Source: an optimization exercise on an open RTL-to-GDS flow (aim: small area, a short achievable clock period and few clock cycles per item). Production flows keep margins and buffers that such runs may drop.
Only simulation tests tie the RTL to the original design; equivalence was not proved.
Power figures rest on the tool's default switching activity, not on a simulated workload.

`design/flow/design.v`:
```
package vfifo_pkg;
    localparam int DATA_W     = 32;
    localparam int ADDR_W     = 12;
    localparam int ADDR_LSB   = 2;
    localparam int LG_BURST   = 3;
    localparam int BURST_LEN  = 1 << LG_BURST;
    localparam int LG_FIFO    = LG_BURST + 1;
    localparam int BURST_W    = ADDR_W - LG_BURST - ADDR_LSB + 1;
    localparam int MEM_WORDS  = 1 << (ADDR_W - ADDR_LSB);
    localparam int MEM_BURSTS = MEM_WORDS / BURST_LEN;
    typedef logic [DATA_W-1:0]          data_t;
    typedef logic [ADDR_W-1:0]          addr_t;
    typedef logic [$clog2(MEM_WORDS):0] fill_t;
    typedef logic [LG_FIFO:0]           fifo_cnt_t;
    typedef logic [BURST_W-1:0]         burst_cnt_t;
    typedef logic [7:0]                 axlen_t;
    localparam axlen_t     AXLEN        = axlen_t'(BURST_LEN - 1);
    localparam logic [2:0] AXSIZE       = 3'(ADDR_LSB);
    localparam logic [1:0] AXBURST_INCR = 2'b01;
    typedef enum logic [1:0] {IDLE, ADDR_DATA, DRAIN} wr_state_e;
    typedef enum logic {RUN, SOFT_RESET} rst_state_e;
endpackage
module sync_fifo (
    input  logic                 S_AXI_ACLK,
    input  logic                 S_AXI_ARESETN,
    input  logic                 i_clr,
    input  logic                 i_push,
    input  vfifo_pkg::data_t     i_data,
    output logic                 o_full,
    output vfifo_pkg::fifo_cnt_t o_count,
    input  logic                 i_pop,
    output vfifo_pkg::data_t     o_data,
    output logic                 o_empty
);
    vfifo_pkg::data_t mem [1 << vfifo_pkg::LG_FIFO];
    vfifo_pkg::fifo_cnt_t wr_ptr;
    vfifo_pkg::fifo_cnt_t rd_ptr;
    logic do_push;
    logic do_pop;
    assign do_push = i_push && !o_full;
    assign do_pop  = i_pop && !o_empty;
    assign o_count = wr_ptr - rd_ptr;
    assign o_full  = o_count[vfifo_pkg::LG_FIFO];
    assign o_empty = (o_count == '0);
    assign o_data = mem[rd_ptr[vfifo_pkg::LG_FIFO-1:0]];
    always_ff @(posedge S_AXI_ACLK) begin
        if (do_push) begin
            mem[wr_ptr[vfifo_pkg::LG_FIFO-1:0]] <= i_data;
        end
    end
    always_ff @(posedge S_AXI_ACLK) begin
        if (!S_AXI_ARESETN || i_clr) begin
            wr_ptr <= '0;
            rd_ptr <= '0;
        end else begin
            if (do_push) begin
                wr_ptr <= wr_ptr + 1'b1;
            end
            if (do_pop) begin
                rd_ptr <= rd_ptr + 1'b1;
            end
        end
    end
endmodule
module vfifo_ctrl (
    input  logic              S_AXI_ACLK,
    input  logic              S_AXI_ARESETN,
    input  logic              i_soft_reset,
    input  logic              i_s_tvalid,
    input  vfifo_pkg::data_t  i_s_tdata,
    input  logic              i_ififo_full,
    output logic              o_s_tready,
    input  logic              i_m_fire,
    output logic              o_fifo_clr,
    output vfifo_pkg::fill_t  o_fill,
    output logic              o_empty,
    output logic              o_overflow,
    input  logic              ledger_wr_issue,
    input  logic              ledger_wr_done,
    input  logic              ledger_wr_idle,
    input  logic              ledger_rd_issue,
    input  logic              ledger_rd_done,
    input  logic              ledger_rd_idle,
    output logic              ledger_space_ok,
    output logic              ledger_data_ok,
    output logic              ledger_hold
);
    vfifo_pkg::rst_state_e state;
    vfifo_pkg::burst_cnt_t mem_space;
    vfifo_pkg::burst_cnt_t mem_data;
    vfifo_pkg::data_t      s_last_data;
    logic                  s_stalled;
    logic                  vf_full;
    logic                  s_fire;
    always_ff @(posedge S_AXI_ACLK) begin
        if (!S_AXI_ARESETN || i_soft_reset) begin
            state <= vfifo_pkg::SOFT_RESET;
        end else if (ledger_wr_idle && ledger_rd_idle) begin
            state <= vfifo_pkg::RUN;
        end
    end
    assign ledger_hold = (state == vfifo_pkg::SOFT_RESET);
    assign o_fifo_clr  = (state == vfifo_pkg::SOFT_RESET);
    assign o_s_tready = (state == vfifo_pkg::RUN) && !i_ififo_full && !vf_full;
    assign s_fire     = i_s_tvalid && o_s_tready;
    always_ff @(posedge S_AXI_ACLK) begin
        if (!S_AXI_ARESETN || ledger_hold) begin
            o_fill  <= '0;
            o_empty <= 1'b1;
            vf_full <= 1'b0;
        end else begin
            case ({s_fire, i_m_fire})
                2'b10: begin
                    o_fill  <= o_fill + 1'b1;
                    o_empty <= 1'b0;
                    vf_full <= (o_fill == vfifo_pkg::fill_t'(vfifo_pkg::MEM_WORDS - 1));
                end
                2'b01: begin
                    o_fill  <= o_fill - 1'b1;
                    vf_full <= 1'b0;
                    o_empty <= (o_fill == vfifo_pkg::fill_t'(1));
                end
                default: ;
            endcase
        end
    end
    always_ff @(posedge S_AXI_ACLK) begin
        if (!S_AXI_ARESETN || ledger_hold) begin
            mem_space <= vfifo_pkg::burst_cnt_t'(vfifo_pkg::MEM_BURSTS);
            mem_data  <= '0;
        end else begin
            mem_space <= mem_space - ledger_wr_issue + ledger_rd_done;
            mem_data  <= mem_data + ledger_wr_done - ledger_rd_issue;
        end
    end
    assign ledger_space_ok = (mem_space != '0);
    assign ledger_data_ok  = (mem_data != '0);
    always_ff @(posedge S_AXI_ACLK) begin
        if (!S_AXI_ARESETN) begin
            s_stalled <= 1'b0;
        end else begin
            s_stalled <= i_s_tvalid && !o_s_tready;
        end
    end
    always_ff @(posedge S_AXI_ACLK) begin
        if (i_s_tvalid) begin
            s_last_data <= i_s_tdata;
        end
    end
    always_ff @(posedge S_AXI_ACLK) begin
        if (!S_AXI_ARESETN || ledger_hold) begin
            o_overflow <= 1'b0;
        end else if (s_stalled && (!i_s_tvalid || i_s_tdata != s_last_data)) begin
            o_overflow <= 1'b1;
        end
    end
endmodule
module burst_writer (
    input  logic                 S_AXI_ACLK,
    input  logic                 S_AXI_ARESETN,
    input  vfifo_pkg::fifo_cnt_t i_ififo_count,
    input  vfifo_pkg::data_t     i_ififo_data,
    output logic                 o_ififo_pop,
    output logic                 o_awvalid,
    input  logic                 i_awready,
    output vfifo_pkg::addr_t     o_awaddr,
    output logic                 o_wvalid,
    input  logic                 i_wready,
    output vfifo_pkg::data_t     o_wdata,
    output logic                 o_wlast,
    input  logic                 i_bvalid,
    output logic                 ledger_wr_issue,
    output logic                 ledger_wr_done,
    output logic                 ledger_wr_idle,
    input  logic                 ledger_space_ok,
    input  logic                 ledger_hold
);
    vfifo_pkg::wr_state_e            state;
    logic [vfifo_pkg::LG_BURST:0]    beats_left;
    logic [vfifo_pkg::BURST_W-2:0]   aw_idx;
    vfifo_pkg::burst_cnt_t           b_pending;
    logic [vfifo_pkg::LG_BURST-1:0]  w_beats;
    logic                            start;
    logic                            wr_issue_q;
    logic                            aw_fire;
    logic                            w_fire;
    assign start = (state == vfifo_pkg::IDLE) && !ledger_hold && ledger_space_ok
        && (i_ififo_count >= vfifo_pkg::fifo_cnt_t'(vfifo_pkg::BURST_LEN));
    assign aw_fire = o_awvalid && i_awready;
    assign w_fire  = o_wvalid && i_wready;
    assign o_awvalid   = (state == vfifo_pkg::ADDR_DATA);
    assign o_wvalid    = (beats_left != '0);
    assign o_wlast     = (beats_left == 1);
    assign o_wdata     = i_ififo_data;
    assign o_ififo_pop = w_fire;
    assign o_awaddr    = {aw_idx, (vfifo_pkg::LG_BURST + vfifo_pkg::ADDR_LSB)'(0)};
    always_ff @(posedge S_AXI_ACLK) begin
        if (!S_AXI_ARESETN) begin
            state      <= vfifo_pkg::IDLE;
            beats_left <= '0;
            wr_issue_q <= 1'b0;
        end else begin
            wr_issue_q <= start;
            if (start) begin
                beats_left <= (vfifo_pkg::LG_BURST + 1)'(vfifo_pkg::BURST_LEN);
            end else if (w_fire) begin
                beats_left <= beats_left - 1'b1;
            end
            case (state)
                vfifo_pkg::IDLE:
                    if (start) state <= vfifo_pkg::ADDR_DATA;
                vfifo_pkg::ADDR_DATA:
                    if (aw_fire) begin
                        state <= (beats_left == '0 || (w_fire && o_wlast))
                            ? vfifo_pkg::IDLE : vfifo_pkg::DRAIN;
                    end
                vfifo_pkg::DRAIN:
                    if (w_fire && o_wlast) state <= vfifo_pkg::IDLE;
                default:
                    state <= vfifo_pkg::IDLE;
            endcase
        end
    end
    always_ff @(posedge S_AXI_ACLK) begin
        if (!S_AXI_ARESETN || (ledger_hold && !o_awvalid)) begin
            aw_idx <= '0;
        end else if (aw_fire) begin
            aw_idx <= aw_idx + 1'b1;
        end
    end
    always_ff @(posedge S_AXI_ACLK) begin
        if (!S_AXI_ARESETN) begin
            b_pending <= '0;
        end else begin
            b_pending <= b_pending + start - i_bvalid;
        end
    end
    assign ledger_wr_issue = wr_issue_q;
    assign ledger_wr_done  = i_bvalid;
    assign ledger_wr_idle  = (b_pending == '0);
    always_ff @(posedge S_AXI_ACLK) begin
        if (!S_AXI_ARESETN) begin
            w_beats <= '0;
        end else if (w_fire) begin
            w_beats <= w_beats + 1'b1;
        end
    end
endmodule
module burst_reader (
    input  logic             S_AXI_ACLK,
    input  logic             S_AXI_ARESETN,
    input  logic             i_m_fire,
    output logic             o_arvalid,
    input  logic             i_arready,
    output vfifo_pkg::addr_t o_araddr,
    input  logic             i_rvalid,
    input  logic             i_rlast,
    output logic             ledger_rd_issue,
    output logic             ledger_rd_done,
    output logic             ledger_rd_idle,
    input  logic             ledger_data_ok,
    input  logic             ledger_hold
);
    vfifo_pkg::fifo_cnt_t          space_res;
    vfifo_pkg::burst_cnt_t         rd_pending;
    logic [vfifo_pkg::BURST_W-2:0] ar_idx;
    logic                          start;
    logic                          rd_issue_q;
    logic                          rd_done;
    assign rd_done = i_rvalid && i_rlast;
    assign start = (space_res >= vfifo_pkg::fifo_cnt_t'(vfifo_pkg::BURST_LEN))
        && ledger_data_ok && !ledger_hold && !rd_issue_q
        && (!o_arvalid || i_arready);
    always_ff @(posedge S_AXI_ACLK) begin
        if (!S_AXI_ARESETN) begin
            o_arvalid  <= 1'b0;
            rd_issue_q <= 1'b0;
        end else begin
            rd_issue_q <= start;
            if (!o_arvalid || i_arready) begin
                o_arvalid <= start;
            end
        end
    end
    always_ff @(posedge S_AXI_ACLK) begin
        if (!S_AXI_ARESETN || ledger_hold) begin
            space_res <= vfifo_pkg::fifo_cnt_t'(1 << vfifo_pkg::LG_FIFO);
        end else begin
            space_res <= space_res + i_m_fire
                - (start ? vfifo_pkg::fifo_cnt_t'(vfifo_pkg::BURST_LEN) : '0);
        end
    end
    always_ff @(posedge S_AXI_ACLK) begin
        if (!S_AXI_ARESETN || (ledger_hold && !o_arvalid)) begin
            ar_idx <= '0;
        end else if (o_arvalid && i_arready) begin
            ar_idx <= ar_idx + 1'b1;
        end
    end
    assign o_araddr = {ar_idx, (vfifo_pkg::LG_BURST + vfifo_pkg::ADDR_LSB)'(0)};
    always_ff @(posedge S_AXI_ACLK) begin
        if (!S_AXI_ARESETN) begin
            rd_pending <= '0;
        end else begin
            rd_pending <= rd_pending + start - rd_done;
        end
    end
    assign ledger_rd_issue = rd_issue_q;
    assign ledger_rd_done  = rd_done;
    assign ledger_rd_idle  = (rd_pending == '0);
endmodule
module vfifo_top (
    input  logic              S_AXI_ACLK,
    input  logic              S_AXI_ARESETN,
    input  logic              i_soft_reset,
    input  logic              i_s_axis_tvalid,
    output logic              o_s_axis_tready,
    input  vfifo_pkg::data_t  i_s_axis_tdata,
    output logic              o_m_axis_tvalid,
    input  logic              i_m_axis_tready,
    output vfifo_pkg::data_t  o_m_axis_tdata,
    output logic              o_m_axi_awvalid,
    input  logic              i_m_axi_awready,
    output vfifo_pkg::addr_t  o_m_axi_awaddr,
    output vfifo_pkg::axlen_t o_m_axi_awlen,
    output logic [2:0]        o_m_axi_awsize,
    output logic [1:0]        o_m_axi_awburst,
    output logic              o_m_axi_wvalid,
    input  logic              i_m_axi_wready,
    output vfifo_pkg::data_t  o_m_axi_wdata,
    output logic              o_m_axi_wlast,
    input  logic              i_m_axi_bvalid,
    output logic              o_m_axi_bready,
    output logic              o_m_axi_arvalid,
    input  logic              i_m_axi_arready,
    output vfifo_pkg::addr_t  o_m_axi_araddr,
    output vfifo_pkg::axlen_t o_m_axi_arlen,
    output logic [2:0]        o_m_axi_arsize,
    output logic [1:0]        o_m_axi_arburst,
    input  logic              i_m_axi_rvalid,
    output logic              o_m_axi_rready,
    input  vfifo_pkg::data_t  i_m_axi_rdata,
    input  logic              i_m_axi_rlast,
    output vfifo_pkg::fill_t  o_fill,
    output logic              o_empty,
    output logic              o_overflow
);
    logic ledger_wr_issue, ledger_wr_done, ledger_wr_idle;
    logic ledger_rd_issue, ledger_rd_done, ledger_rd_idle;
    logic ledger_space_ok, ledger_data_ok, ledger_hold;
    logic                 fifo_clr;
    logic                 ififo_full;
    logic                 ififo_pop;
    vfifo_pkg::fifo_cnt_t ififo_count;
    vfifo_pkg::data_t     ififo_data;
    logic                 ofifo_empty;
    logic                 m_fire;
    assign o_m_axi_awlen   = vfifo_pkg::AXLEN;
    assign o_m_axi_awsize  = vfifo_pkg::AXSIZE;
    assign o_m_axi_awburst = vfifo_pkg::AXBURST_INCR;
    assign o_m_axi_arlen   = vfifo_pkg::AXLEN;
    assign o_m_axi_arsize  = vfifo_pkg::AXSIZE;
    assign o_m_axi_arburst = vfifo_pkg::AXBURST_INCR;
    assign o_m_axi_bready  = 1'b1;
    assign o_m_axi_rready  = 1'b1;
    assign o_m_axis_tvalid = !ofifo_empty;
    assign m_fire          = o_m_axis_tvalid && i_m_axis_tready;
    vfifo_ctrl u_ctrl (
        .S_AXI_ACLK, .S_AXI_ARESETN, .i_soft_reset,
        .i_s_tvalid(i_s_axis_tvalid), .i_s_tdata(i_s_axis_tdata),
        .i_ififo_full(ififo_full), .o_s_tready(o_s_axis_tready),
        .i_m_fire(m_fire), .o_fifo_clr(fifo_clr),
        .o_fill, .o_empty, .o_overflow,
        .ledger_wr_issue, .ledger_wr_done, .ledger_wr_idle,
        .ledger_rd_issue, .ledger_rd_done, .ledger_rd_idle,
        .ledger_space_ok, .ledger_data_ok, .ledger_hold
    );
    sync_fifo ififo (
        .S_AXI_ACLK, .S_AXI_ARESETN, .i_clr(fifo_clr),
        .i_push(i_s_axis_tvalid && o_s_axis_tready), .i_data(i_s_axis_tdata),
        .o_full(ififo_full), .o_count(ififo_count),
        .i_pop(ififo_pop), .o_data(ififo_data), .o_empty()
    );
    burst_writer u_writer (
        .S_AXI_ACLK, .S_AXI_ARESETN,
        .i_ififo_count(ififo_count), .i_ififo_data(ififo_data), .o_ififo_pop(ififo_pop),
        .o_awvalid(o_m_axi_awvalid), .i_awready(i_m_axi_awready),
        .o_awaddr(o_m_axi_awaddr),
        .o_wvalid(o_m_axi_wvalid), .i_wready(i_m_axi_wready),
        .o_wdata(o_m_axi_wdata), .o_wlast(o_m_axi_wlast),
        .i_bvalid(i_m_axi_bvalid),
        .ledger_wr_issue, .ledger_wr_done, .ledger_wr_idle,
        .ledger_space_ok, .ledger_hold
    );
    burst_reader u_reader (
        .S_AXI_ACLK, .S_AXI_ARESETN, .i_m_fire(m_fire),
        .o_arvalid(o_m_axi_arvalid), .i_arready(i_m_axi_arready),
        .o_araddr(o_m_axi_araddr),
        .i_rvalid(i_m_axi_rvalid), .i_rlast(i_m_axi_rlast),
        .ledger_rd_issue, .ledger_rd_done, .ledger_rd_idle,
        .ledger_data_ok, .ledger_hold
    );
    sync_fifo ofifo (
        .S_AXI_ACLK, .S_AXI_ARESETN, .i_clr(fifo_clr),
        .i_push(i_m_axi_rvalid), .i_data(i_m_axi_rdata),
        .o_full(), .o_count(),
        .i_pop(m_fire), .o_data(o_m_axis_tdata), .o_empty(ofifo_empty)
    );
endmodule
```
`design/flow/constraint.sdc`:
```
create_clock -name core_clock -period 5.0 [get_ports {S_AXI_ACLK}]
set_input_delay 1.0000 -clock core_clock [delete_from_list [all_inputs] [get_ports {S_AXI_ACLK}]]
set_output_delay 1.0000 -clock core_clock [all_outputs]
set_load 0.01 [all_outputs]
```
`design/flow/run.sh`:
```
#!/bin/bash
# synth_recipe.tcl (not shown) runs the flow's synth.tcl, then flattens the netlist and writes it again
# the make line also repeats each setting of config.mk as NAME=value (left out here)
make -C /OpenROAD-flow-scripts/flow DESIGN_CONFIG=/design/flow/config.mk WORK_HOME=/design/flow/orfs CLKGATE_MAP_FILE= SYNTH_SCRIPT=/design/flow/synth_recipe.tcl finish
```
`design/flow/config.mk`:
```
export PLATFORM = sky130hd
export DESIGN_NAME = vfifo_top
export DESIGN_NICKNAME = vfifo_top
export VERILOG_FILES = /design/flow/design.v
export SDC_FILE = /design/flow/constraint.sdc
export NUM_CORES = 4
export LEC_CHECK = 0
export CAP_MARGIN = 20
export CORE_MARGIN = 2
export CORE_UTILIZATION = 40
export SLEW_MARGIN = 20
```
==> summary.txt <==
worst-margin pin slew=~1000 ps; Avg Cell Area, Syn=~21 sq um; total CTS buffers=119; overall die width=343 microns; Largest stage delay, worst path=between 600 and 700 ps; Hold WC Path Type=flip-flop to flip-flop; die area=118000 sq um; FF-to-FF Start=ififo.wr_ptr[0]$_SDFFE_PP0P_; Worst EP required=approximately 4000 ps; EDFF count, synth=1056; Iteration-0 DRC Markers=between 2000 and 2500; Max-Cap Viols=0; synth top area cells=edfxtp_1 (69%), mux4_2 (16%), dfxtp_1 (4.5%); area of the multi-input gates=11600 sq um; setup violators final=0; Synth Flop Type=edfxtp_1; Die Ht=roughly 340 microns; port buffer count=171; min cycle time layout=4400 ps; initial antenna violation count=8; DR pass1 iterations=5; Worst slew margin=between 20 and 30%; met1 usage=24.9%; critical path class=flip-flop to primary output; Lkg Pwr=16.8 nW; overall power=0.0203 W; vias per cell=5.40; final critical-path share of the clock period=approximately 88%; kind of end point of the critical path=primary output; Ports=210; share of layout cells above drive strength 1=a little under a quarter; number of global-route vias before repair=23300; # DRC=0; # resized after CTS=0; Mapped Cells=2246; Cell Area, Synth=between 40000 and 50000 sq um; Overflow after GRT=0; CP bufs+invs=2; routed vias=22200; Post-DP HPWL=60300 microns; Reg area=33800 sq um; core area=114000 sq um; RSZ-0062 raised after global routing=no; Synth warnings=4; VDD IR max=0.000319 V; FMAX=227 MHz; crit-path max FO=22; cell mode on critical path=mux4_2; Row Count=124; synth cell count leaders=edfxtp_1 (1056), mux4_2 (320), dfxtp_1 (104); Synth area leader=edfxtp_1; Seq/Total Area, Yosys=73.3%; fin nets=2671; pwr/cell area=376 nW/um^2; Pins Over Slew Limit=0; area share of the largest cell type after synthesis=between 60% and 70%; hold path startpoint=u_writer.state[1]$_SDFFE_PN0P_; delay-heaviest family, CP=multiplexers; Final Cell Area=approximately 54000 sq um; most common cell in the synthesized netlist=edfxtp_1; CTS clock-pin slew for the worst setup and hold paths=approximately 60 ps; fillcell total=slightly above 9000; Startpoint Class=flip-flop; slowest CP cell=dfxtp_4; Post-synth ARST share=0%; GR peak layer=met2; Worst Setup Slack post-DPL=975 ps; CTS Buffer Depth=3; final hold violations=0; post-synth cell types=66; placer's final routability congestion estimate=between 0.7 and 0.8; CTS tree=yes; fin util=47.1%; Setup Buffers After CTS=0; first-pass GRT wire length=152000 microns; clk_skew=~46 ps; area grow syn2layout=16.8%; GR Util met2=28.2%; DP Area=about 50000 sq um; status=finished clean; Initial Util=40.3%; Clock Latency Late Sink=710 ps; hold_buf cts=0; Synth Register Bits=~1200; Final Routed Wirelength=a little over 100000 microns; CTS Sinks=1160; largest net degree at the start of global routing=53; H-Tree Level Count=3; met3 Use GR=2.91%; Worst Setup Slack, final=~600 ps; Antenna Nets Post-Route=0; TNS Setup=0 ps; CTS root buf=clkbuf_16; crit-path cells=buf_4 > mux4_2 > mux4_2 > clkdlybuf4s50_1; Tot GR Track Use=17.5%; routed len/inst=25.1 microns; CP arrival=3400 ps
[flip-flops by register name (all words and copies together) (netlist names), 8 cells and up, named ones only]
register / count
ififo.mem: 512
ofifo.mem: 512
u_ctrl.mem_data: 8
u_ctrl.mem_space: 8
u_ctrl.o_fill: 11
u_ctrl.s_last_data: 32
u_reader.rd_pending: 8
u_writer.b_pending: 8
[power by group]
group / internal (W) / switching [W]
sequential: 0.0107 / 0.0000342
clock: 0.00510 / 0.00368
combinational: 0.000337 / 0.000453
[layer usage]
metal / up-vias / routed length (microns)
met5: - / 67
met4: 10 / 2160
met3: 154 / 5660
met2: 650 / 50300
met1: 11800 / 45300
li1: 9609 / -
[final timing paths]
| kind | endpoint | slack (ps) | cells past startpoint |
|---|---|---|---|
| worst min-delay path | u_writer.state[0]$_SDFFE_PN0P_ | 490 | 1 |
| worst max register to register | u_ctrl.o_fill[9]$_SDFFE_PP0P_ | 1130 | 15 |
| worst max-delay path | o_m_axis_tdata[21] | 600 | 4 |
| worst min register to register | u_writer.state[0]$_SDFFE_PN0P_ | 490 | 1 |
[stage by stage]
| step | hold slack (ps) | std cells |
|---|---|---|
| 3_3_place_gp | 468 | 3905 |
| 6_report | 487 | 4122 |
| 2_1_floorplan | 444 | 2282 |
| 5_1_grt | 503 | 4121 |
| 3_5_place_dp | 480 | 3905 |
| 4_1_cts | 484 | 4120 |
[cell usage in the layout, fill, tap and decap left out, types with 12 or more instances in the layout]
cell	netlist	final
a21oi_1	46	46
and2_1	25	25
and4_2	0	12
buf_4	42	62
bufinv_16	0	13
clkbuf_1	50	26
clkbuf_16	0	120
clkdlybuf4s50_1	0	170
clkinv_1	0	23
clkinv_2	0	16
conb_1	2	38
dfxtp_1	104	96
edfxtp_1	1056	1056
ha_1	77	77
inv_1	74	74
mux4_2	320	320
nand2_1	31	30
nand4_1	17	17
nor2_1	77	73
nor3_1	17	12
nor4_1	13	12
o21ai_0	19	19
o21bai_1	13	13
xnor2_1	35	35
xor2_1	54	54
[final cells by class]
class,instances,area share (%)
flip-flops and latches,1160,62.8
repair buffers,243,4.41
clock buffers,148,5.81
multi-input cells,916,21.5
diodes,2,0.00930
well taps,1512,3.51
inverters,74,0.516
clock inverters,67,1.42
[cell families (layout without fill, tap and decap cells)]
kind of cell | Yosys count | after routing | share of synthesized area (%)
other | 2 | 40 | 0.0163
XOR/XNOR | 89 | 89 | 1.69
buffers and inverters | 206 | 532 | 2.12
AO/OA/AOI/OAI | 116 | 116 | 1.65
multiplexers | 325 | 325 | 15.7
flip-flops | 1160 | 1160 | 73.3
adder cells (fa/ha/maj) | 82 | 82 | 2.31
AND/OR/NAND/NOR | 266 | 266 | 3.17
Testbench counts, summed over its fixed seeds: cycles 24,056, items 16,384.

[static timing again, ports no longer ideal]
The results above use ideal ports. As a check the final layout listed here was re-extracted and re-timed, cells and wires unchanged. Step 1 assumes that a clkbuf_16 drives the clock port and a buf_2 every other input. Step 2, shift: input delay + t, output delay - t, t = (earliest + latest rising clock arrival at the registers) / 2. This alone moves slack from input paths to output paths. Slacks: ideal ports / drivers / drivers and shift; pairs: ideal ports / drivers.
t, ns: 0.765
setup slack, ns: 0.602 / 0.532 / 0.924
worst register clock-pin slew, ns: 0.06 / 0.06
cell pins on the clock port's net: 1
After both steps this run still meets setup and hold. For this run, drivers alone change the setup slack by -0.070 ns; drivers and shift together by +0.322 ns.
